Context: an optimization exercise on an open-source flow, tuned for small area, a short achievable clock period and few clock cycles per item. The choices shown serve that exercise and are no tape-out recipe.
Only simulation tests tie the RTL to the original design; equivalence was not proved.
Power is estimated from default activity; no workload was simulated.

==> flow/design.v <==
package ppw_pkg;
  localparam int MaxPoints = 64;
  localparam int IdxW      = $clog2(MaxPoints);
  localparam int CntW      = $clog2(MaxPoints + 1);
  localparam int CoordW    = 23;
  localparam int DistW     = 23;
  localparam int LevelW    = 8;
  localparam int StepW     = 16;
  localparam int PointsW   = 7;
  localparam int D2W       = 48;
  localparam int CfgW      = 23;
  localparam logic [DistW-1:0] DistSat = {DistW{1'b1}};
  localparam logic [LevelW-1:0] LevelMax = {LevelW{1'b1}};
  localparam int VtxW      = 2 * CoordW;
  typedef logic signed [CoordW-1:0] coord_t;
  typedef struct packed {
    coord_t z;
    coord_t x;
  } vtx_t;
  function automatic logic [2*CoordW-1:0] default_vtx(input logic [IdxW-1:0] idx);
    logic [2*CoordW-1:0] v;
    case (idx)
      IdxW'(0): v = 46'h00140107129a;   
      IdxW'(1): v = 46'h0054b606d493;   
      IdxW'(2): v = 46'h009cfc0673c6;   
      IdxW'(3): v = 46'h00e8f106095f;   
      IdxW'(4): v = 46'h01408505653e;   
      IdxW'(5): v = 46'h019a7d0499a2;   
      IdxW'(6): v = 46'h01eb9983b710;   
      IdxW'(7): v = 46'h01fed3031f2d;   
      IdxW'(8): v = 46'h0225a0829802;   
      IdxW'(9): v = 46'h022614025fd6;   
      IdxW'(10): v = 46'h02007e81fc39;   
      IdxW'(11): v = 46'h021ee181501d;   
      IdxW'(12): v = 46'h02519a013047;   
      IdxW'(13): v = 46'h0257e48100d5;   
      IdxW'(14): v = 46'h0261a9807f08;   
      IdxW'(15): v = 46'h02629d001a3f;   
      IdxW'(16): v = 46'h025c997edcf9;   
      IdxW'(17): v = 46'h02807dfda62e;   
      IdxW'(18): v = 46'h02795f7c605f;   
      IdxW'(19): v = 46'h023b3b7b3372;   
      IdxW'(20): v = 46'h01f38979fac3;   
      IdxW'(21): v = 46'h01a227796436;   
      IdxW'(22): v = 46'h015178f86bb6;   
      IdxW'(23): v = 46'h00cb1d77eb72;   
      IdxW'(24): v = 46'h0060f077ed5e;   
      IdxW'(25): v = 46'h3fa6ed783486;   
      IdxW'(26): v = 46'h3f627a78c037;   
      IdxW'(27): v = 46'h3ea21af92992;   
      IdxW'(28): v = 46'h3e42a87a3b6e;   
      IdxW'(29): v = 46'h3da9437b777c;   
      IdxW'(30): v = 46'h3d2680fcfd3a;   
      IdxW'(31): v = 46'h3d02e5ff0a5b;   
      IdxW'(32): v = 46'h3cf794009865;   
      IdxW'(33): v = 46'h3d13f382d35e;   
      IdxW'(34): v = 46'h3d96fd05f292;   
      IdxW'(35): v = 46'h3e0d6906d2f3;   
      IdxW'(36): v = 46'h3e922d0779b5;   
      IdxW'(37): v = 46'h3f9838875a31;   
      default:    v = '0;
    endcase
    default_vtx = v;
  endfunction
endpackage
module ppw_vtx_mem (
  input  logic                                         clk,
  input  logic                                         rst_n,
  input  logic                                         wr_req,
  input  logic [ppw_pkg::IdxW-1:0]                     wr_addr,
  input  logic [ppw_pkg::VtxW-1:0]                     wr_data,
  input  logic                                         wr_ok,
  output logic                                         wr_pend,
  output logic                                         wr_fire,
  output logic                                         busy,
  output logic [ppw_pkg::IdxW-1:0]                     head,
  output logic [ppw_pkg::MaxPoints*ppw_pkg::VtxW-1:0]  ring
);
  localparam int VW = ppw_pkg::VtxW;
  localparam int NP = ppw_pkg::MaxPoints;
  logic [VW-1:0]              ring_r [NP];
  logic [ppw_pkg::IdxW-1:0]   head_r;
  logic [ppw_pkg::IdxW:0]     rcnt_r;
  logic                       pend_r;
  logic [ppw_pkg::IdxW-1:0]   paddr_r;
  logic [VW-1:0]              pdata_r;
  logic                       restore;
  logic [VW-1:0]              tail_in;
  assign restore = !rst_n || (rcnt_r != '0);
  logic match_r;
  always_ff @(posedge clk) match_r <= ((wr_req ? wr_addr : paddr_r) == head_r + 1'b1);
  assign wr_fire = pend_r && match_r && wr_ok;
  always_comb begin
    tail_in = ring_r[0];
    if (!rst_n)       tail_in = ppw_pkg::default_vtx(ppw_pkg::IdxW'(ppw_pkg::MaxPoints - 1));
    else if (restore) tail_in = ppw_pkg::default_vtx(head_r);
    else if (wr_fire) tail_in = pdata_r;
  end
  always_ff @(posedge clk) begin
    for (int s = 0; s < NP - 1; s++) ring_r[s] <= ring_r[s+1];
    ring_r[NP-1] <= tail_in;
  end
  always_ff @(posedge clk) begin
    if (!rst_n) head_r <= '0;
    else        head_r <= head_r + 1'b1;
  end
  always_ff @(posedge clk) begin
    if (!rst_n) begin
      rcnt_r <= (ppw_pkg::IdxW+1)'(NP - 1);
      pend_r <= 1'b0;
    end else begin
      if (rcnt_r != '0) rcnt_r <= rcnt_r - 1'b1;
      if (wr_req)       pend_r <= 1'b1;
      else if (wr_fire) pend_r <= 1'b0;
    end
  end
  always_ff @(posedge clk) begin
    if (wr_req) begin
      paddr_r <= wr_addr;
      pdata_r <= wr_data;
    end
  end
  assign wr_pend = pend_r;
  assign busy    = (rcnt_r != '0);
  assign head    = head_r;
  for (genvar s = 0; s < NP; s++) begin : g_tap
    assign ring[s*VW +: VW] = ring_r[s];
  end
endmodule
module ppw_seg_unit (
  input  logic                        clk,
  input  logic                        rst_n,
  input  logic                        start,
  input  logic                        tag_in,
  input  logic [1:0]                  kill,
  input  logic [4:0]                  kb,
  input  logic [ppw_pkg::DistW:0]     bnd0,
  input  logic [ppw_pkg::DistW:0]     bnd1,
  input  logic [ppw_pkg::VtxW-1:0]    a,
  input  logic [ppw_pkg::VtxW-1:0]    b,
  input  logic [ppw_pkg::CoordW-1:0]  px,
  input  logic [ppw_pkg::CoordW-1:0]  pz,
  output logic                        ready,
  output logic                        opsel,    
  output logic                        done,
  output logic                        tag_out,
  output logic [ppw_pkg::DistW-1:0]   r
);
  localparam int CW  = ppw_pkg::CoordW;
  localparam int DW  = CW + 1;            
  localparam int OW  = DW + 1;            
  localparam int PW  = 2 * OW;            
  localparam int LW  = 2 * DW - 1;        
  localparam int CCW = LW + 2;            
  localparam int NW  = 96;                
  localparam int RW  = 72;                
  localparam int TW  = LW + 26;           
  localparam int RB  = 24;                
  typedef enum logic [1:0] {F_IDLE, F_MUL, F_WAIT} fst_t;
  typedef enum logic [1:0] {S_IDLE, S_SQD, S_FIN} sst_t;
  typedef enum logic [2:0] {T_NONE, T_SET, T_ADD, T_SUB, T_ADD25, T_ADD48} tag_t;
  fst_t                   fst_r [2];
  sst_t                   sst_r;
  logic [4:0]             stp_r [2];
  logic [4:0]             fkb_r [2];
  logic                   ftg_r [2];
  logic                   old_r, xj, nj, act0, act1, tail_ok, be_ok, hsel;
  logic                   fk [2];
  logic                   fl [2];
  logic                   ff [2];
  logic [4:0]             kb6;
  logic signed [DW-1:0]   sa, sb;           
  logic                   sa_z, sa_b, sb_z;
  logic signed [OW-1:0]   ma, mb, ma_r, mb_r;
  logic                   ma_sa, ma_sb, mb_sa, mb_sb, m_cl_a, m_cl_b, m_ch_a, m_ch_b;
  tag_t                   tag, ctag, tags_r, tag1_r, tagm_r, tag2_r;
  logic signed [DW-1:0]   sa_r, sb_r;
  logic                   ma_sa_r, ma_sb_r, mb_sa_r, mb_sb_r;
  logic signed [PW-1:0]   p_r;
  logic signed [OW+9:0]   p0_r;              
  logic signed [OW+8:0]   p1_r;              
  logic signed [OW+7:0]   p2_r;              
  logic signed [NW-1:0]   acc_r, acc_a, acc_b, acc_s;
  logic                   acc_cin;
  logic [LW-1:0]          d_r;
  logic [LW+1:0]          d3_r;
  logic [CCW-1:0]         c_r;
  logic                   clamp_a, clamp_b, clamp_r, csel_b_r, sat_r;
  logic signed [CCW-1:0]  dot, cval;
  logic signed [CCW+23:0] cscl;
  logic                   c_ovf, pre_sat, hand, be_kill, be_free;
  logic                   be_tag_r;
  logic [RW-1:0]          rm_r;
  logic [47:0]            nlo_r;
  logic [TW-1:0]          t_r;
  logic [LW-1:0]          bd_r;
  logic [LW+1:0]          bd3_r;
  logic [RB-1:0]          root_r;
  logic                   early;
  logic [4:0]             cnt_r;
  logic                   bsat_r, bit_ok;
  logic [RW+2:0]          rm2, diff;
  logic [TW-1:0]          t_up, t_dn;
  assign sa = sa_z ? (DW'($signed(pz)) - DW'($signed(sa_b ? b[2*CW-1:CW] : a[2*CW-1:CW])))
                   : (DW'($signed(px)) - DW'($signed(sa_b ? b[CW-1:0]    : a[CW-1:0])));
  assign sb = sb_z ? (DW'($signed(b[2*CW-1:CW])) - DW'($signed(a[2*CW-1:CW])))
                   : (DW'($signed(b[CW-1:0]))    - DW'($signed(a[CW-1:0])));
  assign dot     = acc_r[CCW-1:0];
  assign clamp_a = (d_r == '0) || dot[CCW-1] || (dot == '0);
  assign clamp_b = !clamp_a && ($signed({2'b00, d_r}) <= dot);
  always_comb begin
    sa_z = 1'b0; sa_b = 1'b0; sb_z = 1'b0; tag = T_NONE;
    ma_sa = 1'b0; ma_sb = 1'b0; mb_sa = 1'b0; mb_sb = 1'b0;
    m_cl_a = 1'b0; m_cl_b = 1'b0; m_ch_a = 1'b0; m_ch_b = 1'b0; ctag = T_NONE;
    sb_z  = 1'b1;
    opsel = 1'b1;
    if (start) begin ma_sa = 1'b1; mb_sb = 1'b1; tag = T_SET; end                      
    for (int j = 0; j < 2; j++) begin
      logic [4:0] st;
      st = stp_r[j];
      if (fst_r[j] == F_MUL) begin
        if (st <= 5'd5 || ((st == 5'd11 || st == 5'd12) && clamp_r)) begin
          opsel = 1'b0;
          sb_z  = 1'b0;
        end
        case (st)
          5'd1: begin ma_sa = 1'b1; sa_z = 1'b1; mb_sb = 1'b1; tag = T_SUB; end           
          5'd2: begin ma_sb = 1'b1; mb_sb = 1'b1; tag = T_SET; end                        
          5'd3: begin ma_sb = 1'b1; mb_sb = 1'b1; sb_z = 1'b1; tag = T_ADD; end           
          5'd4: begin ma_sa = 1'b1; mb_sb = 1'b1; tag = T_SET; end                        
          5'd5: begin ma_sa = 1'b1; sa_z = 1'b1; mb_sb = 1'b1; sb_z = 1'b1; tag = T_ADD; end  
          5'd11: if (clamp_r) begin
            ma_sa = 1'b1; mb_sa = 1'b1; sa_b = csel_b_r; tag = T_SET;                     
          end
          5'd12: if (clamp_r) begin
            ma_sa = 1'b1; mb_sa = 1'b1; sa_z = 1'b1; sa_b = csel_b_r; tag = T_ADD;        
          end
          default: ;
        endcase
        case (st)
          5'd7: begin m_cl_a = 1'b1; m_cl_b = 1'b1; ctag = T_SET; end                     
          5'd8: begin m_ch_a = 1'b1; m_cl_b = 1'b1; ctag = T_ADD25; end                   
          5'd9: begin m_ch_a = 1'b1; m_ch_b = 1'b1; ctag = T_ADD48; end                   
          default: ;
        endcase
      end
    end
  end
  always_comb begin
    ma = '0;
    if (ma_sa_r) ma = OW'(sa_r);
    if (ma_sb_r) ma = OW'(sb_r);
    if (m_cl_a)  ma = $signed({1'b0, c_r[23:0]});
    if (m_ch_a)  ma = $signed(c_r[CCW-1:24]);
    mb = '0;
    if (mb_sa_r) mb = OW'(sa_r);
    if (mb_sb_r) mb = OW'(sb_r);
    if (m_cl_b)  mb = $signed({1'b0, c_r[23:0]});
    if (m_ch_b)  mb = $signed(c_r[CCW-1:24]);
  end
  assign cval  = acc_r[CCW-1:0];
  assign kb6   = (fst_r[0] == F_MUL && stp_r[0] == 5'd6) ? fkb_r[0] : fkb_r[1];
  assign cscl  = (CCW+24)'(cval) <<< (5'd23 - kb6);
  assign c_ovf = !((cscl[CCW+23:CCW-2] == '0) || (cscl[CCW+23:CCW-2] == '1));
  always_comb begin
    acc_a = (tag2_r == T_SET) ? '0 : acc_r;
    acc_b = NW'(p_r);
    acc_cin = 1'b0;
    case (tag2_r)
      T_SUB:   begin acc_b = ~(NW'(p_r)); acc_cin = 1'b1; end
      T_ADD25: acc_b = NW'(p_r) <<< 25;
      T_ADD48: acc_b = NW'(p_r) <<< 48;
      default: ;
    endcase
  end
  assign acc_s = acc_a + acc_b + NW'(acc_cin);
  assign act0 = (fst_r[0] != F_IDLE);
  assign act1 = (fst_r[1] != F_IDLE);
  assign xj   = (act0 && act1) ? old_r : act1;
  assign nj   = act0;                       
  for (genvar j = 0; j < 2; j++) begin : g_ctx
    assign fk[j]  = (fst_r[j] != F_IDLE) && kill[ftg_r[j]];
    assign fl[j]  = (fst_r[j] == F_MUL) && (clamp_r ? (stp_r[j] == 5'd17) : (stp_r[j] == 5'd13));
    assign ff[j]  = (fl[j] || (fst_r[j] == F_WAIT)) && !fk[j];
  end
  assign pre_sat = (acc_r[NW-1:48] >= (NW-48)'(d_r));
  assign be_kill = (sst_r != S_IDLE) && kill[be_tag_r];
  assign be_free = (sst_r == S_IDLE) || (sst_r == S_FIN) || be_kill;
  assign hand    = ff[0] || ff[1];
  assign hsel    = ff[1];
  assign be_ok   = be_free || (sst_r == S_SQD && cnt_r <= 5'd4);
  assign tail_ok = (fst_r[xj] == F_MUL) && (stp_r[xj] >= (clamp_r ? 5'd13 : 5'd11));
  assign ready   = (!act0 && !act1) || ((act0 != act1) && tail_ok && be_ok);
  always_ff @(posedge clk) begin
    if (!rst_n) begin
      fst_r[0] <= F_IDLE;
      fst_r[1] <= F_IDLE;
      sst_r    <= S_IDLE;
    end else begin
      for (int j = 0; j < 2; j++) begin
        case (fst_r[j])
          F_IDLE: if (start && nj == 1'(j)) fst_r[j] <= F_MUL;
          F_MUL:  if (fk[j]) fst_r[j] <= F_IDLE;
                  else if (fl[j]) fst_r[j] <= (hand && be_free) ? F_IDLE : F_WAIT;
          F_WAIT: if (fk[j] || (hand && be_free)) fst_r[j] <= F_IDLE;
          default: fst_r[j] <= F_IDLE;
        endcase
      end
      case (sst_r)
        default: begin
          if (hand && be_free)                        sst_r <= (pre_sat || sat_r) ? S_FIN : S_SQD;
          else if (be_kill || sst_r == S_FIN)         sst_r <= S_IDLE;
          else if (sst_r == S_SQD && (cnt_r == 5'd1 || early)) sst_r <= S_FIN;
        end
      endcase
    end
  end
  always_ff @(posedge clk) begin
    ma_r   <= ma;
    mb_r   <= mb;
    sa_r    <= sa;
    sb_r    <= sb;
    ma_sa_r <= ma_sa;
    ma_sb_r <= ma_sb;
    mb_sa_r <= mb_sa;
    mb_sb_r <= mb_sb;
    tags_r  <= tag;
    tag1_r  <= (tags_r != T_NONE) ? tags_r : ctag;
    p0_r   <= ma_r * $signed({1'b0, mb_r[8:0]});
    p1_r   <= ma_r * $signed({1'b0, mb_r[16:9]});
    p2_r   <= ma_r * $signed(mb_r[OW-1:17]);
    tagm_r <= tag1_r;
    p_r    <= PW'(p0_r) + (PW'(p1_r) <<< 9) + (PW'(p2_r) <<< 17);
    tag2_r <= tagm_r;
    if (tag2_r != T_NONE) acc_r <= acc_s;
    if (start) old_r <= !nj;
    for (int j = 0; j < 2; j++) begin
      if (fst_r[j] == F_IDLE && start && nj == 1'(j)) begin
        ftg_r[j] <= tag_in;
        fkb_r[j] <= kb;
        stp_r[j] <= 5'd1;                       
      end else if (fst_r[j] == F_MUL) begin
        stp_r[j] <= stp_r[j] + 5'd1;
        if (stp_r[j] == 5'd6) c_r <= CCW'(cscl);            
        if (stp_r[j] == 5'd6) sat_r <= c_ovf;
        if (stp_r[j] == 5'd8) d_r <= acc_r[LW-1:0];         
        if (stp_r[j] == 5'd9) d3_r <= (LW+2)'(d_r) + (LW+2)'({d_r, 1'b0});
        if (stp_r[j] == 5'd10) begin                        
          clamp_r  <= clamp_a || clamp_b;
          csel_b_r <= clamp_b;
          if (clamp_a || clamp_b) sat_r <= 1'b0;
        end
        if (stp_r[j] == 5'd11 && clamp_r) begin
          d_r  <= LW'(1);
          d3_r <= (LW+2)'(3);
        end
      end
    end
  end
  assign rm2    = {1'b0, rm_r, nlo_r[47:46]};
  assign diff   = rm2 - (RW+3)'(t_r);
  assign bit_ok = !diff[RW+2];
  assign t_up   = TW'({t_r, 1'b0}) + TW'(bd3_r);
  assign t_dn   = TW'({t_r, 1'b0}) - TW'(bd_r);
  assign early  = (root_r >= (be_tag_r ? bnd1 : bnd0));
  always_ff @(posedge clk) begin
    if (hand && be_free) begin
      be_tag_r <= ftg_r[hsel];
      rm_r   <= RW'(acc_r[NW-1:48]);
      nlo_r  <= acc_r[47:0];
      t_r    <= TW'(d_r);
      bd_r   <= d_r;
      bd3_r  <= d3_r;
      root_r <= '0;
      cnt_r  <= clamp_r ? 5'(RB) : (fkb_r[hsel] + 5'd1);
      bsat_r <= pre_sat || sat_r;
    end else if (sst_r == S_SQD) begin
      cnt_r  <= cnt_r - 5'd1;
      rm_r   <= bit_ok ? RW'(diff) : RW'(rm2);
      nlo_r  <= {nlo_r[45:0], 2'b00};
      if (bit_ok) root_r[cnt_r - 5'd1] <= 1'b1;
      t_r    <= bit_ok ? t_up : t_dn;
      if (early) bsat_r <= 1'b1;
    end
  end
  assign done    = (sst_r == S_FIN);
  assign tag_out = be_tag_r;
  assign r    = (bsat_r || root_r[RB-1]) ? ppw_pkg::DistSat : root_r[ppw_pkg::DistW-1:0];
endmodule
module ppw_post (
  input  logic                      clk,
  input  logic                      rst_n,
  input  logic                      start,
  input  logic [ppw_pkg::DistW-1:0] dist_in,
  input  logic                      god,
  input  logic [ppw_pkg::DistW-1:0] warn,
  input  logic [ppw_pkg::DistW-1:0] shoot_dist,
  input  logic [ppw_pkg::StepW-1:0] step,
  input  logic                      out_tready,
  output logic                      busy,
  output logic                      out_tvalid,
  output logic [31:0]               out_tdata
);
  localparam int DW = ppw_pkg::DistW;
  localparam int SW = ppw_pkg::StepW;
  localparam int LV = ppw_pkg::LevelW;
  typedef enum logic [1:0] {P_IDLE, P_DIV, P_HOLD} pst_t;
  pst_t              st_r;
  logic [3:0]        cnt_r;
  logic [DW-1:0]     dist_r;
  logic [SW-1:0]     rem_r;          
  logic [LV-1:0]     low_r;          
  logic [SW:0]       rem2;
  logic [LV-1:0]     q_r;
  logic              in_warn, shoot_r, sat_r, qbit;
  logic [SW-1:0]     s_eff;
  logic [DW:0]       diff;
  logic [LV-1:0]     level;
  logic              out_load;
  logic              out_tvalid_r;
  logic [31:0]       out_tdata_r;
  assign diff    = (DW+1)'(warn) - (DW+1)'(dist_r);
  assign s_eff   = (step == '0) ? SW'(1) : step;
  assign in_warn = (dist_r <= warn);
  assign rem2    = {rem_r, low_r[LV-1]};
  assign qbit    = (rem2 >= (SW+1)'(s_eff));
  assign out_load = (st_r == P_HOLD) && (!out_tvalid_r || out_tready);
  always_comb begin
    if (!in_warn)           level = '0;
    else if (sat_r)         level = ppw_pkg::LevelMax;
    else if (q_r == '0)     level = LV'(1);
    else                    level = q_r;
  end
  always_ff @(posedge clk) begin
    if (!rst_n) st_r <= P_IDLE;
    else begin
      case (st_r)
        P_IDLE: if (start) st_r <= P_DIV;
        P_DIV:  if (cnt_r == 4'd0) st_r <= P_HOLD;
        P_HOLD: if (out_load) st_r <= P_IDLE;
        default: st_r <= P_IDLE;
      endcase
    end
  end
  always_ff @(posedge clk) begin
    case (st_r)
      P_IDLE: begin
        dist_r  <= dist_in;
        shoot_r <= !god;
        cnt_r   <= 4'd9;
      end
      P_DIV: begin
        cnt_r <= cnt_r - 4'd1;
        if (cnt_r == 4'd9) begin
          rem_r   <= SW'(diff[DW-1:LV]);
          low_r   <= diff[LV-1:0];
          sat_r   <= (SW'(diff[DW-1:LV]) >= s_eff);
          q_r     <= '0;
          shoot_r <= shoot_r && (dist_r <= shoot_dist);
        end else if (cnt_r != 4'd0) begin
          rem_r <= qbit ? SW'(rem2 - (SW+1)'(s_eff)) : SW'(rem2);
          low_r <= {low_r[LV-2:0], 1'b0};
          q_r   <= {q_r[LV-2:0], qbit};
        end
      end
      default: ;
    endcase
  end
  always_ff @(posedge clk) begin
    if (!rst_n)        out_tvalid_r <= 1'b0;
    else if (out_load) out_tvalid_r <= 1'b1;
    else if (out_tready) out_tvalid_r <= 1'b0;
  end
  always_ff @(posedge clk) begin
    if (out_load) out_tdata_r <= {shoot_r && in_warn, level, dist_r};
  end
  assign busy       = (st_r != P_IDLE);
  assign out_tvalid = out_tvalid_r;
  assign out_tdata  = out_tdata_r;
endmodule
module polyline_proximity_warning_core (
  input  logic        clk,
  input  logic        rst_n,
  input  logic        in_tvalid,
  output logic        in_tready,
  input  logic [55:0] in_tdata,    
  input  logic [1:0]  in_tuser,    
  output logic        out_tvalid,
  input  logic        out_tready,
  output logic [31:0] out_tdata,   
  input  logic        cfg_we,
  input  logic [1:0]  cfg_index,
  input  logic [22:0] cfg_wdata
);
  localparam int Lanes = 2;
  localparam int SC    = 6;                    
  localparam int NP    = ppw_pkg::MaxPoints;
  localparam int SL    = (NP + Lanes - 1) / Lanes;   
  localparam int CW    = ppw_pkg::CoordW;
  localparam int QW    = CW - SC;              
  localparam int VW    = ppw_pkg::VtxW;
  localparam int IW    = ppw_pkg::IdxW;
  localparam int GW    = QW;                   
  localparam int KW    = GW + IW;              
  localparam int UW    = QW + 2;               
  localparam int DW    = ppw_pkg::DistW;
  localparam int ND    = 3;                    
  localparam int NK    = ND + 1;               
  logic [ppw_pkg::PointsW-1:0] points_r;
  logic [DW-1:0]               warn_r, shoot_r;
  logic [ppw_pkg::StepW-1:0]   step_r;
  logic [IW:0]                 n_cur;
  always_ff @(posedge clk) begin
    if (!rst_n) begin
      points_r <= ppw_pkg::PointsW'(38);
      warn_r   <= DW'(9600);
      shoot_r  <= DW'(5200);
      step_r   <= ppw_pkg::StepW'(440);
    end else if (cfg_we) begin
      case (cfg_index)
        2'd0: points_r <= cfg_wdata[ppw_pkg::PointsW-1:0];
        2'd1: warn_r   <= cfg_wdata;
        2'd2: shoot_r  <= cfg_wdata;
        2'd3: step_r   <= cfg_wdata[ppw_pkg::StepW-1:0];
        default: ;
      endcase
    end
  end
  assign n_cur = (points_r > ppw_pkg::PointsW'(NP)) ? (IW+1)'(NP) : (IW+1)'(points_r);
  logic                 mem_busy, wr_pend, wr_fire, wr_req;
  logic [IW-1:0]        head;
  logic [NP*VW-1:0]     ring;
  logic [CW-1:0]        in_x, in_z;
  logic                 in_acc, is_query, short_q;
  logic                 b_busy_r, pipe_idle, i_vld_r, s_vld_r, p_vld_r;
  assign in_x      = in_tdata[28:6];
  assign in_z      = in_tdata[51:29];
  assign is_query  = in_tuser[0];
  assign pipe_idle = !i_vld_r && !s_vld_r && !p_vld_r && !b_busy_r;
  assign in_tready = !i_vld_r && !mem_busy && (!wr_pend || wr_fire);
  assign in_acc    = in_tvalid && in_tready;
  assign wr_req    = in_acc && !is_query;
  assign short_q   = (in_x == '0 && in_z == '0) || (n_cur < (IW+1)'(2));
  ppw_vtx_mem u_mem (
    .clk     (clk),
    .rst_n   (rst_n),
    .wr_req  (wr_req),
    .wr_addr (in_tdata[IW-1:0]),
    .wr_data ({in_z, in_x}),
    .wr_ok   (pipe_idle),
    .wr_pend (wr_pend),
    .wr_fire (wr_fire),
    .busy    (mem_busy),
    .head    (head),
    .ring    (ring)
  );
  function automatic logic [VW-1:0] slot(input logic [NP*VW-1:0] rg, input int s);
    slot = rg[((s + NP) % NP)*VW +: VW];
  endfunction
  logic [CW-1:0]   pix_r, piz_r, psx_r, psz_r, ppx_r, ppz_r;
  logic            god_i_r, short_i_r, god_s_r, god_p_r, short_p_r;
  logic            s_need_r, p_wait_r, k_held_r;
  logic [KW-1:0]   pk_r  [NK];
  logic            pkv_r [NK];
  logic [UW-1:0]   pu_r;
  logic            sw_run_r, sw_for_b_r, b_live_r;
  logic [5:0]      t_r;
  logic [KW-1:0]   lastkey_r;
  logic [QW-1:0]   sqx_r, sqz_r;             
  logic [UW-1:0]   u_r;
  logic [KW-1:0]   k_r [NK];
  logic            kv_r [NK];
  logic            sw_start, sw_start_b, sw_abort, last_issue, merge_last;
  logic            a_new, a_restart, hand_sp, short_go, park_now, park_held, mad_r;
  logic [GW-1:0]   lg_r  [Lanes];
  logic [IW-1:0]   lj_r  [Lanes];
  logic            lsv_r [Lanes];
  logic [UW-1:0]   lu_r  [Lanes];
  logic            lvv_r [Lanes];
  logic            s1_vld_r;
  function automatic logic [QW:0] wdiff(input logic [QW-1:0] p, input logic [CW-1:0] v);
    wdiff = (QW+1)'($signed(p)) - (QW+1)'($signed(v[CW-1:SC]));
  endfunction
  function automatic logic [QW-1:0] omag(input logic [QW:0] w);
    omag = w[QW] ? ~w[QW-1:0] : w[QW-1:0];
  endfunction
  logic [QW:0]     wax_r [Lanes], waz_r [Lanes], wbx_r [Lanes], wbz_r [Lanes];
  logic            altx_r [Lanes], altz_r [Lanes];
  logic [IW-1:0]   j0_r  [Lanes];
  logic            lin_r [Lanes];              
  logic            s0_vld_r, s0_first_r, s0_last_r, s0_b_r;
  logic            s1_first_r, s1_last_r, s1_b_r;
  always_ff @(posedge clk) begin
    for (int k = 0; k < Lanes; k++) begin
      logic [VW-1:0] va, vb;
      va = slot(ring, k * SL);
      vb = slot(ring, k * SL + 1);
      wax_r[k]  <= wdiff(sqx_r, va[CW-1:0]);
      waz_r[k]  <= wdiff(sqz_r, va[VW-1:CW]);
      wbx_r[k]  <= wdiff(sqx_r, vb[CW-1:0]);
      wbz_r[k]  <= wdiff(sqz_r, vb[VW-1:CW]);
      altx_r[k] <= ($signed(va[CW-1:SC]) < $signed(vb[CW-1:SC]));
      altz_r[k] <= ($signed(va[VW-1:CW+SC]) < $signed(vb[VW-1:CW+SC]));
      j0_r[k]   <= head + IW'(k * SL);
      lin_r[k]  <= (32'(t_r) < NP - k * SL);
    end
    s0_vld_r   <= sw_run_r && !sw_abort && rst_n;
    s0_first_r <= (t_r == '0);
    s0_last_r  <= (t_r == 6'(SL - 1));
    s0_b_r     <= sw_for_b_r;
  end
  function automatic logic [QW-1:0] gap2(input logic a_lt_b, input logic [QW:0] wa,
                                         input logic [QW:0] wb);
    logic [QW:0] lo, hi;            
    lo = a_lt_b ? wa : wb;
    hi = a_lt_b ? wb : wa;
    if (!hi[QW])     gap2 = hi[QW-1:0];      
    else if (lo[QW]) gap2 = ~lo[QW-1:0];     
    else             gap2 = '0;
  endfunction
  always_ff @(posedge clk) begin
    for (int k = 0; k < Lanes; k++) begin
      logic [QW-1:0] gx, gz, mx, mz;
      gx  = gap2(altx_r[k], wax_r[k], wbx_r[k]);
      gz  = gap2(altz_r[k], waz_r[k], wbz_r[k]);
      mx  = omag(wax_r[k]);
      mz  = omag(waz_r[k]);
      lg_r[k]  <= (gx > gz) ? gx : gz;
      lj_r[k]  <= j0_r[k];
      lsv_r[k] <= lin_r[k] && ((IW+1)'(j0_r[k]) + (IW+1)'(2) <= n_cur);
      lu_r[k]  <= UW'(mx) + UW'(mz) + UW'(5);
      lvv_r[k] <= lin_r[k] && ((IW+1)'(j0_r[k]) < n_cur);
    end
    s1_vld_r   <= s0_vld_r && !sw_abort && rst_n;
    s1_first_r <= s0_first_r;
    s1_last_r  <= s0_last_r;
    s1_b_r     <= s0_b_r;
  end
  logic [KW-1:0]   nk [NK];
  logic            nkv [NK];
  logic [UW-1:0]   nu;
  localparam int NE = NK + Lanes;
  always_comb begin
    logic [KW-1:0] ek  [NE];
    logic          ev  [NE];
    logic          lt  [NE][NE];
    logic [2:0]    rk  [NE];
    for (int i = 0; i < NK; i++) begin
      ek[i] = k_r[i]; ev[i] = kv_r[i] && !s1_first_r;
    end
    for (int k = 0; k < Lanes; k++) begin
      ek[NK+k] = {lg_r[k], lj_r[k]};
      ev[NK+k] = s1_vld_r && lsv_r[k] && (!s1_b_r || ek[NK+k] > lastkey_r);
    end
    for (int i = 0; i < NE; i++)
      for (int j = 0; j < NE; j++) begin
        if (i == j)             lt[i][j] = 1'b0;
        else if (i < NK && j < NK) lt[i][j] = (i < j) ? ev[i] || !ev[j] : (ev[i] && !ev[j]);
        else if (ev[i] != ev[j]) lt[i][j] = ev[i];
        else if (!ev[i])         lt[i][j] = (i < j);
        else                     lt[i][j] = (ek[i] < ek[j]);
      end
    for (int i = 0; i < NE; i++) begin
      rk[i] = '0;
      for (int j = 0; j < NE; j++) if (j != i && !lt[i][j]) rk[i] = rk[i] + 3'd1;
    end
    for (int s = 0; s < NK; s++) begin
      nk[s] = '0; nkv[s] = 1'b0;
      for (int i = 0; i < NE; i++) if (rk[i] == 3'(s)) begin nk[s] = ek[i]; nkv[s] = ev[i]; end
    end
    nu = s1_first_r ? '1 : u_r;
    for (int k = 0; k < Lanes; k++)
      if (s1_vld_r && lvv_r[k] && lu_r[k] < nu) nu = lu_r[k];
  end
  assign last_issue = sw_run_r && (t_r == 6'(SL - 1));
  assign merge_last = s1_vld_r && s1_last_r;
  typedef enum logic [1:0] {B_IDLE, B_RUN, B_RSW, B_DONE} bst_t;
  bst_t            bst_r   [2];
  logic [CW-1:0]   pbx_r   [2];
  logic [CW-1:0]   pbz_r   [2];
  logic            god_b_r [2];
  logic [GW-1:0]   g_r     [2][NK];
  logic            v_r     [2][NK];
  logic [IW-1:0]   cj_r    [2][ND];
  logic [1:0]      nst_r   [2];
  logic [1:0]      nres_r  [2];
  logic            rsw_req_r [2];
  logic [DW-1:0]   best_r  [2];
  logic            binf_r  [2];
  logic            head_r, rsw_rdy_r, sw_slot_r, rsw_slot_r;
  logic            take_a, tslot;
  logic            ev_start, ev_done, ev_ready, ev_tag, ev_slot, ev_opsel;
  logic [1:0]      ev_kill;
  logic [DW-1:0]   ev_r;
  logic            want [2];
  logic            keep [2];
  logic            done_s [2];
  logic            fin_s [2];
  logic            more_s [2];
  logic            cancel_s [2];
  logic            take_rsw_s [2];
  logic            spec_s [2];
  logic            req_s [2];
  logic [1:0]      nres_nx [2];
  logic [DW-1:0]   best_nx;
  logic [UW-1:0]   thr_r   [2];
  logic [UW-1:0]   ev_thr;
  logic            gx_ok [NK];
  logic            b_sw_busy, sw_start_b_any, rsw_slot_nx;
  logic            breq_r [2];
  logic [DW:0]     bnd_r  [2];
  assign ev_thr  = UW'(ev_r >> SC) + UW'(1);
  assign best_nx = (binf_r[ev_tag] || ev_r < best_r[ev_tag]) ? ev_r : best_r[ev_tag];
  for (genvar i = 0; i < NK; i++) begin : g_gx
    assign gx_ok[i] = (UW'(g_r[ev_tag][i]) <= ev_thr);
  end
  function automatic logic [4:0] kbits_of(input logic [UW-1:0] u, input logic binf,
                                          input logic [DW-1:0] bst);
    logic [UW+SC-1:0] ubig, m;
    ubig = {u, {SC{1'b0}}};
    m = ubig;
    if (!binf && (UW+SC)'(bst) <= ubig) m = (UW+SC)'(bst) - (UW+SC)'(1);
    kbits_of = 5'd23;
    for (int i = 22; i >= 0; i--) if (m < ((UW+SC)'(1) << i)) kbits_of = 5'(i);
    if (m >= ((UW+SC)'(1) << 23)) kbits_of = 5'd23;
  endfunction
  function automatic logic [DW:0] bnd_of(input logic [UW-1:0] u, input logic binf,
                                         input logic [DW-1:0] bst);
    logic [UW+SC:0] ub1;
    ub1 = (UW+SC+1)'({u, {SC{1'b0}}}) + (UW+SC+1)'(1);
    if (!binf)                        bnd_of = (DW+1)'(bst);
    else if (ub1 >= (UW+SC+1)'(1) << (DW+1)) bnd_of = '1;
    else                              bnd_of = (DW+1)'(ub1);
  endfunction
  assign tslot  = (bst_r[head_r] == B_IDLE) ? head_r : !head_r;
  assign take_a = p_vld_r && !p_wait_r && (bst_r[tslot] == B_IDLE);
  assign b_sw_busy = rsw_rdy_r || (k_held_r && !p_vld_r) || (sw_run_r && sw_for_b_r) || last_issue || mad_r ||
                     (s0_vld_r && (s0_b_r || s0_last_r)) || (s1_vld_r && (s1_b_r || s1_last_r)) ||
                     (s_vld_r && !s_need_r && !k_held_r && !(sw_run_r && !sw_for_b_r));
  always_comb begin
    for (int q = 0; q < 2; q++) begin
      logic       qn [NK];
      logic       qx [NK];
      logic       pend, nxq, infl, kil;
      done_s[q] = ev_done && (ev_tag == 1'(q)) && (bst_r[q] == B_RUN);
      for (int i = 0; i < NK; i++) begin
        qn[i] = v_r[q][i] && (UW'(g_r[q][i]) <= thr_r[q]);
        qx[i] = qn[i] && (!done_s[q] || gx_ok[i]);
      end
      pend  = (nst_r[q] != nres_r[q] + 2'd1);
      kil   = done_s[q] && pend && !qx[nres_r[q] + 2'd1];
      ev_kill[q]  = kil;
      nres_nx[q]  = !done_s[q] ? nres_r[q] : (kil ? nst_r[q] : nres_r[q] + 2'd1);
      infl  = (nres_nx[q] != nst_r[q]);
      nxq   = (nst_r[q] < 2'(ND)) && qx[nst_r[q]];
      keep[q]   = (bst_r[q] == B_RUN) && nxq;
      want[q]   = (bst_r[q] == B_RUN) && (nst_r[q] < 2'(ND)) && qn[nst_r[q]] && !done_s[q];
      fin_s[q]  = (bst_r[q] == B_RUN) && !infl && !nxq;
      more_s[q] = (nst_r[q] == 2'(ND)) && !kil && qx[ND];
      cancel_s[q] = fin_s[q] && !more_s[q] && rsw_req_r[q];
      take_rsw_s[q] = (bst_r[q] == B_RSW) && rsw_rdy_r && (rsw_slot_r == 1'(q));
      spec_s[q] = (nst_r[q] == 2'(ND - 1)) && qn[ND];
      req_s[q]  = ((bst_r[q] == B_RSW) && !rsw_req_r[q]) ||
                  (ev_start && ev_slot == 1'(q) && spec_s[q] && !rsw_req_r[q]);
    end
  end
  localparam int NT = 8;                      
  logic            nxt_v_r, nxt_have_r, nxt_slot_r, nxt_sel, nxt_pick, nxt_drop;
  logic [1:0]      nxt_cand_r;
  logic [IW-1:0]   nxt_j_r, rel;
  logic [VW-1:0]   nxt_a_r, nxt_b_r, op_a_r, op_b_r, tap_a, tap_b;
  logic            aligned;
  logic sure0, sure1;
  assign sure0 = want[0] && (nres_r[0] == nst_r[0]);
  assign sure1 = want[1] && (nres_r[1] == nst_r[1]);
  assign nxt_sel  = (head_r ? sure1 : sure0) ? head_r :
                    (head_r ? sure0 : sure1) ? !head_r :
                    want[head_r] ? head_r : !head_r;
  assign nxt_pick = !nxt_v_r && (want[0] || want[1]);
  assign rel      = nxt_j_r - head;
  assign aligned  = (rel[IW-1-$clog2(NT):0] == '0);
  always_comb begin
    tap_a = '0; tap_b = '0;
    for (int t = 0; t < NT; t++)
      if (rel[IW-1:IW-$clog2(NT)] == $clog2(NT)'(t)) begin
        tap_a = slot(ring, t * (NP / NT));
        tap_b = slot(ring, t * (NP / NT) + 1);
      end
  end
  assign nxt_drop = nxt_v_r && (!keep[nxt_slot_r] || nst_r[nxt_slot_r] != nxt_cand_r);
  assign ev_slot  = nxt_slot_r;
  assign ev_start = nxt_v_r && nxt_have_r && (nst_r[nxt_slot_r] == nxt_cand_r) && want[nxt_slot_r] && ev_ready;
  always_ff @(posedge clk) begin
    if (!rst_n) begin
      nxt_v_r <= 1'b0;
    end else begin
      if (nxt_pick)                   nxt_v_r <= 1'b1;
      else if (ev_start || nxt_drop)  nxt_v_r <= 1'b0;
    end
    if (nxt_pick) begin
      nxt_slot_r <= nxt_sel;
      nxt_cand_r <= nst_r[nxt_sel];
      nxt_j_r    <= cj_r[nxt_sel][nst_r[nxt_sel]];
      nxt_have_r <= 1'b0;
    end else if (nxt_v_r && !nxt_have_r && aligned) begin
      nxt_a_r    <= tap_a;
      nxt_b_r    <= tap_b;
      nxt_have_r <= 1'b1;
    end
    if (ev_start) begin
      op_a_r <= nxt_a_r;
      op_b_r <= nxt_b_r;
    end
  end
  always_comb begin
    logic ok0, ok1;
    ok0 = breq_r[0] && !fin_s[0] && ((bst_r[0] == B_RSW) || (bst_r[0] == B_RUN && !sw_run_r && !s_vld_r && !i_vld_r));
    ok1 = breq_r[1] && !fin_s[1] && ((bst_r[1] == B_RSW) || (bst_r[1] == B_RUN && !sw_run_r && !s_vld_r && !i_vld_r));
    sw_start_b_any = 1'b0;
    rsw_slot_nx    = 1'b0;
    if (!b_sw_busy) begin
      if (head_r ? ok1 : ok0)      begin sw_start_b_any = 1'b1; rsw_slot_nx = head_r;  end
      else if (head_r ? ok0 : ok1) begin sw_start_b_any = 1'b1; rsw_slot_nx = !head_r; end
    end
  end
  assign sw_start_b = sw_start_b_any;
  logic       fe_slot_r;
  always_ff @(posedge clk) if (ev_start) fe_slot_r <= ev_slot;
  ppw_seg_unit u_seg (
    .clk     (clk),
    .rst_n   (rst_n),
    .start   (ev_start),
    .tag_in  (ev_slot),
    .kill    (ev_kill),
    .kb      (kbits_of(thr_r[ev_slot], binf_r[ev_slot], best_r[ev_slot])),
    .bnd0    (bnd_r[0]),
    .bnd1    (bnd_r[1]),
    .a       (ev_opsel ? nxt_a_r : op_a_r),
    .b       (ev_opsel ? nxt_b_r : op_b_r),
    .px      (pbx_r[ev_opsel ? nxt_slot_r : fe_slot_r]),
    .pz      (pbz_r[ev_opsel ? nxt_slot_r : fe_slot_r]),
    .opsel   (ev_opsel),
    .ready   (ev_ready),
    .done    (ev_done),
    .tag_out (ev_tag),
    .r       (ev_r)
  );
  logic post_busy, post_start;
  assign post_start = (bst_r[head_r] == B_DONE) && !post_busy;
  logic b_block_a;
  assign b_block_a = rsw_rdy_r || (sw_run_r && sw_for_b_r) || (s0_vld_r && s0_b_r) ||
                     (s1_vld_r && s1_b_r) || (breq_r[0] && bst_r[0] == B_RSW) ||
                     (breq_r[1] && bst_r[1] == B_RSW);
  assign hand_sp   = last_issue && !sw_for_b_r && !p_vld_r;
  assign a_restart = s_vld_r && s_need_r && !sw_run_r && !b_block_a;
  assign a_new     = i_vld_r && !short_i_r && (!s_vld_r || hand_sp) && !k_held_r &&
                     (!sw_run_r || (last_issue && !sw_for_b_r)) && !b_block_a;
  assign sw_start  = (a_restart || a_new) && !sw_start_b;
  assign sw_abort  = (sw_start_b && sw_run_r && !sw_for_b_r) ||
                     (sw_run_r && sw_for_b_r && cancel_s[sw_slot_r]);
  assign park_now  = mad_r && !p_wait_r && !p_vld_r;
  assign park_held = k_held_r && !p_vld_r;
  assign short_go  = i_vld_r && short_i_r && !s_vld_r && !p_vld_r;
  always_ff @(posedge clk) begin
    if (!rst_n) begin
      i_vld_r   <= 1'b0;
      s_vld_r   <= 1'b0;
      p_vld_r   <= 1'b0;
      k_held_r  <= 1'b0;
      b_live_r  <= 1'b0;
      sw_run_r  <= 1'b0;
      rsw_rdy_r <= 1'b0;
      head_r    <= 1'b0;
      b_busy_r  <= 1'b0;
      for (int q = 0; q < 2; q++) bst_r[q] <= B_IDLE;
    end else begin
      if (in_acc && is_query)  i_vld_r <= 1'b1;
      else if (a_new || short_go) i_vld_r <= 1'b0;
      if (a_new)                      s_vld_r <= 1'b1;
      else if (hand_sp || park_now || park_held) s_vld_r <= 1'b0;
      if (hand_sp || park_now || park_held || short_go) p_vld_r <= 1'b1;
      else if (take_a)                p_vld_r <= 1'b0;
      if (mad_r && !p_wait_r && p_vld_r) k_held_r <= 1'b1;
      else if (park_held || sw_start_b)                 k_held_r <= 1'b0;
      if (sw_start_b || sw_start) sw_run_r <= 1'b1;
      else if (last_issue || (sw_for_b_r && cancel_s[sw_slot_r])) sw_run_r <= 1'b0;
      if (sw_start_b)                                    b_live_r <= 1'b1;
      else if (sw_for_b_r && cancel_s[sw_slot_r])        b_live_r <= 1'b0;
      if (merge_last && s1_b_r && b_live_r && !cancel_s[sw_slot_r]) rsw_rdy_r <= 1'b1;
      else if (take_rsw_s[0] || take_rsw_s[1] || cancel_s[rsw_slot_r] ||
               !(bst_r[rsw_slot_r] == B_RUN || bst_r[rsw_slot_r] == B_RSW)) rsw_rdy_r <= 1'b0;
      if (post_start) head_r <= !head_r;
      for (int q = 0; q < 2; q++) begin
        case (bst_r[q])
          B_IDLE: if (take_a && tslot == 1'(q)) bst_r[q] <= short_p_r ? B_DONE : B_RUN;
          B_RUN:  if (fin_s[q]) bst_r[q] <= more_s[q] ? B_RSW : B_DONE;
          B_RSW:  if (take_rsw_s[q]) bst_r[q] <= B_RUN;
          B_DONE: if (post_start && head_r == 1'(q)) bst_r[q] <= B_IDLE;
          default: bst_r[q] <= B_IDLE;
        endcase
      end
      b_busy_r <= !(bst_r[0] == B_IDLE && bst_r[1] == B_IDLE) || take_a;
    end
  end
  always_ff @(posedge clk) begin
    if (in_acc && is_query) begin
      pix_r     <= in_x;
      piz_r     <= in_z;
      god_i_r   <= in_tuser[1];
      short_i_r <= short_q;
    end
    if (a_new) begin
      psx_r    <= pix_r;
      psz_r    <= piz_r;
      god_s_r  <= god_i_r;
      s_need_r <= 1'b0;
    end
    if (a_restart) s_need_r <= 1'b0;
    if (sw_start_b && ((sw_run_r && !sw_for_b_r) || k_held_r)) s_need_r <= 1'b1;    
    if (hand_sp || park_now || park_held) begin
      ppx_r     <= psx_r;
      ppz_r     <= psz_r;
      god_p_r   <= god_s_r;
      short_p_r <= 1'b0;
    end else if (short_go) begin
      ppx_r     <= pix_r;
      ppz_r     <= piz_r;
      god_p_r   <= god_i_r;
      short_p_r <= 1'b1;
    end
    if (!rst_n || short_go)         p_wait_r <= 1'b0;
    else if (hand_sp)               p_wait_r <= 1'b1;
    else if (mad_r)                 p_wait_r <= 1'b0;
    mad_r <= merge_last && !s1_b_r && rst_n;
    if ((mad_r && (p_wait_r || !p_vld_r)) || park_held) begin
      for (int i = 0; i < NK; i++) begin
        pk_r[i]  <= k_r[i];
        pkv_r[i] <= kv_r[i];
      end
      pu_r <= u_r;
    end
    if (sw_start_b || sw_start) begin
      t_r        <= '0;
      sw_for_b_r <= sw_start_b;
      sw_slot_r  <= rsw_slot_nx;
      lastkey_r  <= {g_r[rsw_slot_nx][ND-1], cj_r[rsw_slot_nx][ND-1]};
      if (sw_start_b) begin
        sqx_r <= pbx_r[rsw_slot_nx][CW-1:SC];
        sqz_r <= pbz_r[rsw_slot_nx][CW-1:SC];
      end else if (a_new) begin
        sqx_r <= pix_r[CW-1:SC];
        sqz_r <= piz_r[CW-1:SC];
      end else begin
        sqx_r <= psx_r[CW-1:SC];
        sqz_r <= psz_r[CW-1:SC];
      end
    end else if (sw_run_r) begin
      t_r <= t_r + 6'd1;
    end
    if (s1_vld_r) begin
      u_r <= nu;
      for (int i = 0; i < NK; i++) begin k_r[i] <= nk[i]; kv_r[i] <= nkv[i]; end
    end
    if (merge_last && s1_b_r) rsw_slot_r <= sw_slot_r;
    for (int q = 0; q < 2; q++) begin
      if (!rst_n || (take_a && tslot == 1'(q)) || take_rsw_s[q] || cancel_s[q] ||
          (sw_start_b && rsw_slot_nx == 1'(q)) ||
          !(bst_r[q] == B_RUN || bst_r[q] == B_RSW))
        breq_r[q] <= 1'b0;
      else if (req_s[q])
        breq_r[q] <= 1'b1;
      bnd_r[q] <= bnd_of(thr_r[q], binf_r[q], best_r[q]);
      if (take_a && tslot == 1'(q)) begin
        pbx_r[q]   <= ppx_r;
        pbz_r[q]   <= ppz_r;
        god_b_r[q] <= god_p_r;
        thr_r[q]   <= pu_r;
        best_r[q]  <= ppw_pkg::DistSat;
        binf_r[q]  <= !short_p_r;
      end
      if ((take_a && tslot == 1'(q)) || take_rsw_s[q]) begin
        nst_r[q]     <= '0;
        nres_r[q]    <= '0;
        rsw_req_r[q] <= 1'b0;
        for (int i = 0; i < NK; i++) begin
          g_r[q][i] <= take_rsw_s[q] ? k_r[i][KW-1:IW] : pk_r[i][KW-1:IW];
          v_r[q][i] <= take_rsw_s[q] ? kv_r[i] : pkv_r[i];
        end
        for (int i = 0; i < ND; i++) cj_r[q][i] <= take_rsw_s[q] ? k_r[i][IW-1:0] : pk_r[i][IW-1:0];
      end else begin
        if (ev_start && ev_slot == 1'(q)) nst_r[q] <= nst_r[q] + 2'd1;
        if (sw_start_b && rsw_slot_nx == 1'(q)) rsw_req_r[q] <= 1'b1;
        if (cancel_s[q]) rsw_req_r[q] <= 1'b0;
        if (done_s[q]) begin
          best_r[q] <= best_nx;
          if (ev_thr < thr_r[q]) thr_r[q] <= ev_thr;
          binf_r[q] <= 1'b0;
        end
        nres_r[q] <= nres_nx[q];
      end
    end
  end
  ppw_post u_post (
    .clk        (clk),
    .rst_n      (rst_n),
    .start      (post_start),
    .dist_in    (best_r[head_r]),
    .god        (god_b_r[head_r]),
    .warn       (warn_r),
    .shoot_dist (shoot_r),
    .step       (step_r),
    .out_tready (out_tready),
    .busy       (post_busy),
    .out_tvalid (out_tvalid),
    .out_tdata  (out_tdata)
  );
endmodule
==> flow/run.sh <==
#!/bin/bash
# synth_recipe.tcl (not shown) runs the flow's synth.tcl, then flattens the netlist and writes it again
# the make line also repeats each setting of config.mk as NAME=value (left out here)
make -C /OpenROAD-flow-scripts/flow DESIGN_CONFIG=/design/flow/config.mk WORK_HOME=/design/flow/orfs CLKGATE_MAP_FILE= SYNTH_SCRIPT=/design/flow/synth_recipe.tcl finish
==> flow/config.mk <==
export PLATFORM = sky130hd
export DESIGN_NAME = polyline_proximity_warning_core
export DESIGN_NICKNAME = polyline_proximity_warning_core
export VERILOG_FILES = /design/flow/design.v
export SDC_FILE = /design/flow/constraint.sdc
export NUM_CORES = 8
export LEC_CHECK = 0
export ABC_AREA = 1
export CAP_MARGIN = 20
export CORE_MARGIN = 2
export CORE_UTILIZATION = 40
export SETUP_SLACK_MARGIN = 5
export SLEW_MARGIN = 20
==> flow/constraint.sdc <==
create_clock -name core_clock -period 11.0 [get_ports {clk}]
set_input_delay 2.2000 -clock core_clock [delete_from_list [all_inputs] [get_ports {clk}]]
set_output_delay 2.2000 -clock core_clock [all_outputs]
set_load 0.01 [all_outputs]
==> results of run 1 <==
## stage by stage
step | total power, mW | hold slack [ns] | setup slack [ns]
2_1_floorplan | 27.7 | 0.310 | 5.28
3_3_place_gp | 31.0 | 0.310 | 3.21
3_5_place_dp | 31.2 | 0.312 | 3.15
4_1_cts | 50.9 | 0.270 | 4.99
5_1_grt | 52.7 | 0.276 | 4.93
6_report | 50.7 | 0.273 | 5.14
## final timing paths
kind                               end  depth (start not counted)
setup reg to reg             k_r[0][4]                         25
hold reg to reg   u_mem.ring_r[10][32]                          0
setup / recovery             k_r[0][4]                         25
hold / removal    u_mem.ring_r[10][32]                          0
## critical path: stages, from the launching register on
cell	delay [ns]
dfxtp_1	0.84
ha_1	0.38
nand4_1	0.23
o221ai_1	0.29
nand2_1	0.13
nand3_1	0.07
nand2_1	0.06
inv_1	0.06
nor2_1	0.21
inv_1	0.07
ha_1	0.32
or2_2	0.31
nand2_1	0.09
ha_1	0.23
nand2_1	0.07
nand2_1	0.07
ha_1	0.27
nand2_1	0.06
nand2_1	0.09
inv_1	0.15
nand3_2	0.08
buf_4	0.29
nand2_1	0.21
clkinvlp_4	0.23
a31oi_4	0.34
buf_4	0.29
## sequential cells by signal, summed over array words and instances (netlist names), 50 cells and up, named ones only
| signal | flops |
|---|---|
| u_seg.p_r | 50 |
| u_mem.ring_r | 2944 |
| k_r | 92 |
| pk_r | 86 |
| u_seg.t_r | 73 |
| g_r | 136 |
| u_seg.acc_r | 96 |
| u_seg.rm_r | 72 |
## cells in the final DEF (no fill, tap or decap), drive strengths merged, types with 349 or more instances in the layout
master and count:
nand2 5267, buf 349, nor2 1520, inv 3725, dfxtp 3999, nand4 356, nand3 866, fa 523
o21ai 2093, clkbuf 773, a21oi 1836, ha 1833, xor2 546, edfxtp 1388
## layer usage
layer  part of all wire [%]  wire length [um]  track usage, %
met5                 0.0086                70               0
met4                    4.5             36800            9.90
met3                    6.8             55400            3.39
met2                     45            363000            40.0
met1                     44            360000            34.8
## cells by family after synthesis
family / after synthesis / share of synthesized area (%)
buf+inv: 4588 / 7.08
fa+ha+maj: 2357 / 13.6
mux: 217 / 0.947
flops: 5387 / 49.4
compound gates: 5306 / 12.2
simple gates: 8405 / 14.0
xor+xnor: 786 / 2.79
## cell type report
cell class              count  area, sq um
multi-input cells       17100       109000
flip-flops and latches   5387       122000
repair buffers            473         4760
well taps                8120        10200
repair inverters            6         55.1
fillers                 58600       336000
clock inverters           266         3450
inverters                3708        14000
diodes                     16         40.0
clock buffers             766        16000
## power groups by stage
| stage | Clock, mW | Sequential, mW | Combinational [mW] |
|---|---|---|---|
| floorplan | 0 | 22.5 | 5.20 |
| CTS | 20.0 | 22.6 | 8.26 |
| global route | 20.8 | 22.7 | 9.20 |
| finish | 19.7 | 22.6 | 8.37 |
| global placement | 0 | 23.0 | 8.06 |
| detailed placement | 0 | 23.0 | 8.20 |
## what timing repair did
item,in CTS,in global routing
pin swaps,13,35
gates resized for setup,162,198
buffers inserted,44,31
cloned,13,11
endpoints found under the setup margin,872,810
==> flow_summary.yaml, run 1 <==
global_routing:
  grt_pass1_vias: 180000
  grt_max_degree: 121
  antenna_found_initial: 49
  grt-ovfl-total: 0
  grt_pass1_wl_um: 1180000
  grt_usage_pct: 25.2
yosys:
  syn-cell-area_sq_um: 247000
  synthesis.nets: 29500
  synthTopCellsByCount: "nand2_1 (5235), dfxtp_1 (3999), inv_1 (3658), o21ai_0 (2028), ha_1 (1833)"
  syn_inst: 27000
  synth.most_common_cell: "nand2_1"
  async_flop_share_pct: 0
  synth-main-ff-cell: "dfxtp_1"
  synth_area_per_cell_sq_um: 9.12
  ys_types: 86
  synth-edff-count: 1388
  synth_top_cell_by_area: "dfxtp_1"
  ys_warn_count: 118
  synth_top_cell_area_share_pct: 32.5
  yosysSeqAreaShare_pct: 49.4
  yosys-top-cells-area: "dfxtp_1 (32%), edfxtp_1 (17%), ha_1 (9.3%)"
  synth-seq-cells: 5387
worst_setup_path:
  crit_path_start: "lg_r[0][8]"
  rrSetupSlack_ns: 5.14
  critPathCaptureType: "flop"
  arrival_ns: 6.57
  critPathMaxFanout: 39
  cp-start-kind: "flop"
  critPathKind: "flop to flop"
  r2r-start: "lg_r[0][8]"
  crit_required_ns: 11.71
timing:
  tightest_slew_ns: 1.24
  maxSlewViolCount: 0
  rsz0062_at_grt: "yes"
  period_needed_ns: 5.86
  setup_viol: 0
  finalClockSkew_ns: 0.130
  finalHoldViolCount: 0
  slew_headroom_pct: 16.4
  setup_tns_ns: 0
  fmax_ghz: 0.171
  period_share_pct: 53.3
floorplanning:
  rows: 288
  die-area_sq_um: 623000
  die_y_um: 789
  die_w_um: 789
  io_pins: 122
  coreArea_sq_um: 615000
  start_util_pct: 40.1
cells_and_area:
  final_util_pct: 45.4
  design_area_sq_um: 279000
  nets: 29700
  syn_to_final_growth_pct: 13.1
  layout-drive-gt1-share_pct: 6.62
  final_cells: 35800
pwr:
  irDropWorstVdd_v: 0.000179
  clkPwrFrac_pct: 38.9
  intPower_mw: 35.5
  power_density_nw_per_um2: 182
  p_seq_share_pct: 44.6
  p_leak_nw: 127
  power.switching_mw: 15.2
  comb_power_share_pct: 16.5
  swShare_pct: 29.9
routing:
  routedWlPerCell_um: 22.7
  vias_per_cell: 5.28
  drt_wl_total_um: 815000
  first_pass_iters: 8
  drt_iter0_drc: 18400
  drc: 0
  antenna_left: 0
  vias: 189000
place:
  globalplace.congestion: 0.978
  dp.cells: 34700
  port-buffer-count: 117
  place_area_sq_um: 257000
  hpwl_um: 606000
clocking:
  clk_pin_slew_worst_paths_ns: 0.06
  cts_hold_buf: 0
  clock-sinks: 5387
  clock_path_buffers: 4
  cts_made_buffers: 563
  htreeDepth: 6
  root_buffer: "clkbuf_16"
  cts_tree: "built"
  clock_latency_ns: 1.11
job:
  maxCapViolations: 0
min_path:
  hold_path.class: "flop to flop"
  hold_start: "u_mem.ring_r[11][32]"
run_status:
  status: "complete, no violations"
Testbench counts, summed over its fixed seeds: cycles 28,061, queries 640.
==> inputs of run 2 (changes only) <==
--- a/flow/design.v
+++ b/flow/design.v
@@ -189,7 +189,7 @@
   logic signed [CCW-1:0]  dot, cval;
   logic signed [CCW+23:0] cscl;
   logic                   c_ovf, pre_sat, hand, be_kill, be_free;
-  logic                   be_tag_r;
+  logic                   be_tag_r, be_dead_r;
   logic [RW-1:0]          rm_r;
   logic [47:0]            nlo_r;
   logic [TW-1:0]          t_r;
@@ -281,11 +281,11 @@
   for (genvar j = 0; j < 2; j++) begin : g_ctx
     assign fk[j]  = (fst_r[j] != F_IDLE) && kill[ftg_r[j]];
     assign fl[j]  = (fst_r[j] == F_MUL) && (clamp_r ? (stp_r[j] == 5'd17) : (stp_r[j] == 5'd13));
-    assign ff[j]  = (fl[j] || (fst_r[j] == F_WAIT)) && !fk[j];
+    assign ff[j]  = fl[j] || (fst_r[j] == F_WAIT);
   end
   assign pre_sat = (acc_r[NW-1:48] >= (NW-48)'(d_r));
-  assign be_kill = (sst_r != S_IDLE) && kill[be_tag_r];
-  assign be_free = (sst_r == S_IDLE) || (sst_r == S_FIN) || be_kill;
+  assign be_kill = (sst_r != S_IDLE) && (kill[be_tag_r] || be_dead_r);
+  assign be_free = (sst_r == S_IDLE) || (sst_r == S_FIN);
   assign hand    = ff[0] || ff[1];
   assign hsel    = ff[1];
   assign be_ok   = be_free || (sst_r == S_SQD && cnt_r <= 5'd4);
@@ -366,6 +366,7 @@
   always_ff @(posedge clk) begin
     if (hand && be_free) begin
       be_tag_r <= ftg_r[hsel];
+      be_dead_r <= kill[ftg_r[hsel]];
       rm_r   <= RW'(acc_r[NW-1:48]);
       nlo_r  <= acc_r[47:0];
       t_r    <= TW'(d_r);
@@ -383,7 +384,7 @@
       if (early) bsat_r <= 1'b1;
     end
   end
-  assign done    = (sst_r == S_FIN);
+  assign done    = (sst_r == S_FIN) && !be_dead_r;
   assign tag_out = be_tag_r;
   assign r    = (bsat_r || root_r[RB-1]) ? ppw_pkg::DistSat : root_r[ppw_pkg::DistW-1:0];
 endmodule
@@ -696,6 +697,7 @@
   logic            keep [2];
   logic            done_s [2];
   logic            fin_s [2];
+  logic            fin_nd [2];
   logic            more_s [2];
   logic            cancel_s [2];
   logic            take_rsw_s [2];
@@ -756,6 +758,8 @@
       keep[q]   = (bst_r[q] == B_RUN) && nxq;
       want[q]   = (bst_r[q] == B_RUN) && (nst_r[q] < 2'(ND)) && qn[nst_r[q]] && !done_s[q];
       fin_s[q]  = (bst_r[q] == B_RUN) && !infl && !nxq;
+      fin_nd[q] = (bst_r[q] == B_RUN) && (nres_r[q] == nst_r[q]) &&
+                  !((nst_r[q] < 2'(ND)) && qn[nst_r[q]]);
       more_s[q] = (nst_r[q] == 2'(ND)) && !kil && qx[ND];
       cancel_s[q] = fin_s[q] && !more_s[q] && rsw_req_r[q];
       take_rsw_s[q] = (bst_r[q] == B_RSW) && rsw_rdy_r && (rsw_slot_r == 1'(q));
@@ -814,8 +818,10 @@
   end
   always_comb begin
     logic ok0, ok1;
-    ok0 = breq_r[0] && !fin_s[0] && ((bst_r[0] == B_RSW) || (bst_r[0] == B_RUN && !sw_run_r && !s_vld_r && !i_vld_r));
-    ok1 = breq_r[1] && !fin_s[1] && ((bst_r[1] == B_RSW) || (bst_r[1] == B_RUN && !sw_run_r && !s_vld_r && !i_vld_r));
+    ok0 = breq_r[0] && !done_s[0] && !fin_nd[0] &&
+          ((bst_r[0] == B_RSW) || (bst_r[0] == B_RUN && !sw_run_r && !s_vld_r && !i_vld_r));
+    ok1 = breq_r[1] && !done_s[1] && !fin_nd[1] &&
+          ((bst_r[1] == B_RSW) || (bst_r[1] == B_RUN && !sw_run_r && !s_vld_r && !i_vld_r));
     sw_start_b_any = 1'b0;
     rsw_slot_nx    = 1'b0;
     if (!b_sw_busy) begin
@@ -963,7 +969,7 @@
     end
     if (merge_last && s1_b_r) rsw_slot_r <= sw_slot_r;
     for (int q = 0; q < 2; q++) begin
-      if (!rst_n || (take_a && tslot == 1'(q)) || take_rsw_s[q] || cancel_s[q] ||
+      if (!rst_n || (take_a && tslot == 1'(q)) || take_rsw_s[q] ||
           (sw_start_b && rsw_slot_nx == 1'(q)) ||
           !(bst_r[q] == B_RUN || bst_r[q] == B_RSW))
         breq_r[q] <= 1'b0;
--- a/flow/config.mk
+++ b/flow/config.mk
@@ -5,7 +5,6 @@
 export SDC_FILE = /design/flow/constraint.sdc
 export NUM_CORES = 8
 export LEC_CHECK = 0
-export ABC_AREA = 1
 export CAP_MARGIN = 20
 export CORE_MARGIN = 2
 export CORE_UTILIZATION = 40
==> run 2 against run 1 <==
Still clean; synthesized area shrank 1.3%; core utilization increased by 0.47 points; global-route usage decreased by 1.5 points; clock-buffer cell count is 23 higher; final area shrank 0.37%; synthesized cell count is 14% lower; register-to-register slack worse by 0.32 ns; routed wire length fell by 6.9%; via count fell by 7.5%; worst setup slack lost 0.32 ns; hold slack better by 0.031 ns.
==> flow_summary.yaml, run 2 <==
yosys:
  syn_inst: 23100
  yosys-top-cells-area: "dfxtp_1 (33%), edfxtp_1 (17%), ha_1 (9.4%)"
  yosysSeqAreaShare_pct: 50.1
  syn-cell-area_sq_um: 243000
  synth_area_per_cell_sq_um: 10.5
  synthTopCellsByCount: "dfxtp_1 (3999), nand2_1 (2063), ha_1 (1837), inv_1 (1640), a21oi_1 (1554)"
  synth_top_cell_area_share_pct: 32.9
  synth-seq-cells: 5388
  synthesis.nets: 25600
  async_flop_share_pct: 0
  synth_top_cell_by_area: "dfxtp_1"
  synth-edff-count: 1389
  synth-main-ff-cell: "dfxtp_1"
  ys_types: 115
  synth.most_common_cell: "dfxtp_1"
  ys_warn_count: 120
cells_and_area:
  reg.largest.list: "u_mem.ring_r (2944), g_r (136), u_seg.acc_r (96)"
  layout-drive-gt1-share_pct: 9.90
  top_register: "u_mem.ring_r"
  final_common_cell: "dfxtp_1"
  final_cell_mix: "dfxtp_1 (3929), nand2_1 (2042), ha_1 (1802), inv_1 (1612), a21oi_1 (1516)"
  nets: 25800
  nFillCells: 55800
  largest_reg_flops: 2944
  syn_to_final_growth_pct: 14.3
global_routing:
  grt_pass1_wl_um: 1100000
  grt_usage_pct: 23.7
  grt_max_degree: 126
  grt_pass1_vias: 168000
  grt-ovfl-total: 0
  antenna_found_initial: 40
clocking:
  cts_made_buffers: 553
  clock-sinks: 5388
  htreeDepth: 6
  clock_path_buffers: 4
  clock_latency_ns: 1.08
  cts_tree: "built"
  clk_pin_slew_worst_paths_ns: 0.06
  root_buffer: "clkbuf_16"
  cts_hold_buf: 0
timing:
  finalHoldViolCount: 0
  maxSlewViolCount: 0
  tightest_slew_ns: 1.24
  slew_headroom_pct: 16.6
  period_share_pct: 56.2
  period_needed_ns: 6.18
  rsz0062_at_grt: "yes"
  finalClockSkew_ns: 0.0569
  setup_viol: 0
  fmax_ghz: 0.162
  setup_tns_ns: 0
worst_setup_path:
  path_buf_inv: 8
  r2r_cells: 26
  rrSetupSlack_ns: 4.82
  arrival_ns: 7.19
  cp_common_cell: "fa_1"
  path_depth: 26
  crit_path_start: "u_seg.mb_r[1]"
  crit_family: "adder cells"
  crit_path_max_incr_delay_ns: 0.58
  cp-start-kind: "flop"
  crit_path_end: "u_seg.p0_r[32]"
  r2r-start: "u_seg.mb_r[1]"
  crit_required_ns: 12.01
  critPathMaxFanout: 6
  slowest_stage: "fa_1"
  critPathKind: "flop to flop"
  r2r_end: "u_seg.p0_r[32]"
  critPathCaptureType: "flop"
routing:
  drc: 0
  drt_iter0_drc: 16000
  vias: 175000
  vias_per_cell: 5.48
  antenna_left: 0
  first_pass_iters: 7
  drt_wl_total_um: 759000
  routedWlPerCell_um: 23.8
place:
  port-buffer-count: 117
  hpwl_um: 544000
  globalplace.congestion: 0.958
min_path:
  hold_path.class: "flop to flop"
pwr:
  p_leak_nw: 117
  clkPwrFrac_pct: 38.8
  power_mw: 49.5
  comb_power_share_pct: 15.9
  p_seq_share_pct: 45.2
  irDropWorstVdd_v: 0.000262
  power_density_nw_per_um2: 178
  swShare_pct: 28.4
  intPower_mw: 35.5
  power.switching_mw: 14.1
floorplanning:
  io_pins: 122
  coreArea_sq_um: 606000
  rows: 286
  die_y_um: 784
  start_util_pct: 40.1
  die-area_sq_um: 614000
  die_w_um: 784
run_status:
  status: "complete, no violations"
job:
  maxCapViolations: 0
## run 2: repair_timing
action,CTS,global route
resized for setup,346,284
setup endpoints to repair,467,415
buffers inserted,105,101
gates cloned,33,9
pin swaps,104,146
## run 2: stage by stage
step	setup slack [ns]	hold WS, ns	area [sq um]	instances	util (%)
after floorplan	5.00	0.310	243000	23100	-
after global placement	2.81	0.310	254000	30600	41.9
after detailed placement	2.84	0.312	254000	30600	41.9
after CTS	4.85	0.300	276000	31800	45.5
after global routing	4.61	0.303	278000	31900	45.8
final	4.82	0.304	278000	31900	45.9
## run 2: layer usage
metal	GRT usage, %	routed length, um	part of all wire (%)	up-vias
met5	0	22	0.0029	-
met4	9.41	35400	4.7	4
met3	3.57	53100	7.0	1412
met2	37.0	333000	44	6220
met1	33.0	337000	44	85300
li1	-	-	-	81900
## run 2: area by class of cell
| class | instances | area (sq um) | area share (%) |
|---|---|---|---|
| flip-flops and latches | 5388 | 122000 | 43.9 |
| multi-input cells | 15200 | 115000 | 41.2 |
| inverters | 1648 | 6220 | 2.24 |
| diodes | 17 | 42.5 | 0.0153 |
| clock inverters | 228 | 2860 | 1.03 |
| repair buffers | 601 | 6240 | 2.24 |
| well taps | 8064 | 10100 | 3.63 |
| clock buffers | 789 | 16000 | 5.76 |
## run 2: worst register-to-register path, delay by kind of cell (launching register included)
| family | cells | cell delay [ns] |
|---|---|---|
| flip-flops | 1 | 0.42 |
| AND/OR/NAND/NOR | 3 | 0.36 |
| buffers and inverters | 8 | 0.74 |
| AO/OA/AOI/OAI | 8 | 1.67 |
| XOR/XNOR | 1 | 0.11 |
| adder cells (fa/ha/maj) | 6 | 2.86 |
## run 2: cells by family (layout without fill, tap and decap cells)
kind of cell	after synthesis	in the layout	share of synthesized area (%)
AND/OR/NAND/NOR	5714	5719	10.9
AO/OA/AOI/OAI	5396	5408	14.1
flip-flops	5388	5388	50.1
buffers and inverters	2576	3266	4.01
adder cells (fa/ha/maj)	2361	2361	13.8
multiplexers	894	894	4.32
XOR/XNOR	805	805	2.91
other	0	17	0
## run 2: power groups by stage
stage | sequential [mW] | clock [mW] | combinational [mW]
2_1_floorplan | 22.4 | 0 | 5.11
3_3_place_gp | 22.8 | 0 | 7.48
3_5_place_dp | 22.8 | 0 | 7.57
4_1_cts | 22.4 | 19.6 | 7.72
5_1_grt | 22.5 | 20.4 | 8.57
6_report | 22.4 | 19.2 | 7.89
## run 2: how the worst min path moves through the flow
stage	start	end	slack [ns]	depth (start not counted)
CTS	u_mem.ring_r[54][18]	u_mem.ring_r[53][18]	0.30	0
finish	u_mem.ring_r[5][32]	u_mem.ring_r[4][32]	0.30	0
global placement	u_mem.ring_r[6][12]	u_mem.ring_r[5][12]	0.31	0
floorplan	s0_first_r	s1_first_r	0.31	0
global route	u_mem.ring_r[59][14]	u_mem.ring_r[58][14]	0.30	0
detailed placement	u_mem.ring_r[19][28]	u_mem.ring_r[18][28]	0.31	0
Testbench counts of run 2, summed over its fixed seeds: cycles 28,061, queries 640.

-- static timing again, ports no longer ideal --
The results above use ideal ports. As a check the final layouts listed here were re-extracted and re-timed, cells and wires unchanged.
Step 1 sets driving cells, clkbuf_16 on the clock port and buf_2 on the other inputs (assumed; they add their load-dependent delay and slew).
Step 2 also shifts input and output timing later by t, the mid clock arrival at the registers, as if the neighbouring blocks saw the same clock.
Slacks: ideal / step 1 / step 2; pairs: ideal / step 1.
run | t (ns) | slack for setup (ns) | worst data-port slew with drivers (ns)
run 1 | 1.176 | 5.140 / 5.061 / 4.875 | 0.35
run 2 | 1.176 | 4.821 / 4.821 / 4.821 | 0.55
After both steps setup and hold are still met in every run listed. For run 1, which loses most, drivers alone change the setup slack by -0.079 ns; drivers and shift together by -0.265 ns.
